Background: an optimization exercise with open tools, aiming at small area, a short achievable clock period and few clock cycles per item. Do not read the settings as production practice.
Where RTL was checked, it was by simulation tests only, not by an equivalence proof against the original.

==> module tw_rows, before the edit <==
module tw_rows (
   input  logic [1:0]  n,
   input  logic [15:0] b,
   input  logic [8:0]  su,
   input  logic [8:0]  df,
   output logic [8:0]  hp, lp,
   output logic        cfp,       
   output logic [1:0]  ccp,       
   output logic [8:0]  hq, lq,
   output logic        cfq
);
   logic [15:0] br, bi, s9, d9;
   logic [15:0] r1, r2, r3, r4, r5, q1, q2, q3, q4, q5;
   logic [15:0] pc, qc;
   assign br = {{8{b[7]}},  b[7:0]};
   assign bi = {{8{b[15]}}, b[15:8]};
   assign s9 = {{7{su[8]}}, su};
   assign d9 = {{7{df[8]}}, df};
   always_comb begin
      case (n)
         2'd0: begin
            r1 = br << 6; r2 = '0; r3 = '0; r4 = '0; r5 = '0; pc = '0;
            q1 = bi << 6; q2 = '0; q3 = '0; q4 = '0; q5 = '0; qc = '0;
         end
         2'd1: begin
            r1 = br << 6; r2 = ~br << 2; r3 = ~br; r4 = bi << 4; r5 = bi << 3;
            pc = 16'd5;
            q1 = bi << 6; q2 = ~bi << 2; q3 = ~bi; q4 = ~br << 4; q5 = ~br << 3;
            qc = 16'd29;
         end
         2'd2: begin
            r1 = s9 << 5; r2 = s9 << 3; r3 = s9 << 2; r4 = s9; r5 = '0; pc = '0;
            q1 = d9 << 5; q2 = d9 << 3; q3 = d9 << 2; q4 = d9; q5 = '0; qc = '0;
         end
         default: begin
            r1 = bi << 6; r2 = ~bi << 2; r3 = ~bi; r4 = br << 4; r5 = br << 3;
            pc = 16'd5;
            q1 = ~br << 6; q2 = br << 2; q3 = br; q4 = bi << 4; q5 = bi << 3;
            qc = 16'd64;
         end
      endcase
   end
   logic [15:0] sp, cp, sq, cq;
   tw_tree u_tp (.x1(r1), .x2(r2), .x3(r3), .x4(r4), .x5(r5), .k(pc), .s(sp), .c(cp));
   tw_tree u_tq (.x1(q1), .x2(q2), .x3(q3), .x4(q4), .x5(q5), .k(qc), .s(sq), .c(cq));
   logic [6:0] lop, loq;
   logic [7:0] lcp;
   assign lop = {1'b0, sp[5:0]} + {1'b0, cp[5:0]};
   assign lcp = {2'b0, sp[5:0]} + {2'b0, cp[5:0]} + 8'd63;
   assign loq = {1'b0, sq[5:0]} + {1'b0, cq[5:0]};
   assign hp  = sp[14:6];
   assign lp  = cp[14:6];
   assign cfp = lop[6];
   assign ccp = lcp[7:6];
   assign hq  = sq[14:6];
   assign lq  = cq[14:6];
   assign cfq = loq[6];
endmodule
Settings: LEC_CHECK=0, ABC_CLOCK_PERIOD_IN_PS=3500, CAP_MARGIN=20, CORE_MARGIN=2, CORE_UTILIZATION=40, SETUP_SLACK_MARGIN=5, SLEW_MARGIN=20; clock period 9.0 ns.
standard.sh (not shown) runs the stock make flow with config.mk's settings and CLKGATE_MAP_FILE= SYNTH_SCRIPT=/design/flow/synth_recipe.tcl, a recipe that flattens the netlist after the stock synthesis.
==> flow/flow/run.sh <==
#!/bin/bash
set -euo pipefail
bash standard.sh SETUP_SLACK_MARGIN=5.5 finish > standard_flow.log 2>&1
Testbench counts at the start, summed over its fixed seeds: cycles 7,040, frames 384.
Next try:
--- a/flow/design.v
+++ b/flow/design.v
@@ -43,18 +43,21 @@
    end
    logic [15:0] sp, cp, sq, cq;
    tw_tree u_tp (.x1(r1), .x2(r2), .x3(r3), .x4(r4), .x5(r5), .k(pc), .s(sp), .c(cp));
    tw_tree u_tq (.x1(q1), .x2(q2), .x3(q3), .x4(q4), .x5(q5), .k(qc), .s(sq), .c(cq));
    logic [6:0] lop, loq;
-   logic [7:0] lcp;
+   logic [5:0] zx, zo;
+   logic       nz;
    assign lop = {1'b0, sp[5:0]} + {1'b0, cp[5:0]};
-   assign lcp = {2'b0, sp[5:0]} + {2'b0, cp[5:0]} + 8'd63;
    assign loq = {1'b0, sq[5:0]} + {1'b0, cq[5:0]};
+   assign zx  = sp[5:0] ^ cp[5:0];
+   assign zo  = {sp[4:0] | cp[4:0], 1'b0};
+   assign nz  = (zx != zo);
    assign hp  = sp[14:6];
    assign lp  = cp[14:6];
    assign cfp = lop[6];
-   assign ccp = lcp[7:6];
+   assign ccp = {lop[6] & nz, lop[6] ^ nz};
    assign hq  = sq[14:6];
    assign lq  = cq[14:6];
    assign cfq = loq[6];
 endmodule
 module tw_tree (
Wire length rose by 1.2%.
Critical path depth increases by 1.
Cell area climbs by 0.67%.
Final cell count grows by 2.0%.
Via count rises by 2.2%.
Setup slack gets worse by 0.033 ns.
Non-clock buffer count rises by 17.
Global-route usage goes down by 0.14 points.
For the second run of this note, only the layout was checked, not whether the RTL still works.

-- afterwards: timing with drivers on the ports --
Ports are ideal in the flow. The routed layouts listed here were re-timed in OpenROAD.
Step 1, drivers: a clkbuf_16 drives clk and a buf_2 each remaining input, both assumed.
Step 2 times the ports against the registers' clock, not the clock port: input delays grow and output delays shrink by t, the midpoint of the rising clock arrivals with the driver on.
Slacks: ideal / step 1 / step 2; pairs: ideal / step 1.
run	t, ns	setup slack, ns	latest minus earliest clock arrival (ns)	worst register clock-pin slew, ns	pins driven straight from the clock port
the first run	0.705	5.454 / 5.454 / 4.944	0.047 / 0.048	0.07 / 0.07	1
the second run	0.706	5.421 / 5.421 / 4.910	0.039 / 0.039	0.07 / 0.07	1
After both steps every run listed still meets setup and hold. For the second run, which loses most, drivers alone change the setup slack by 0.000 ns; drivers and shift together by -0.511 ns.
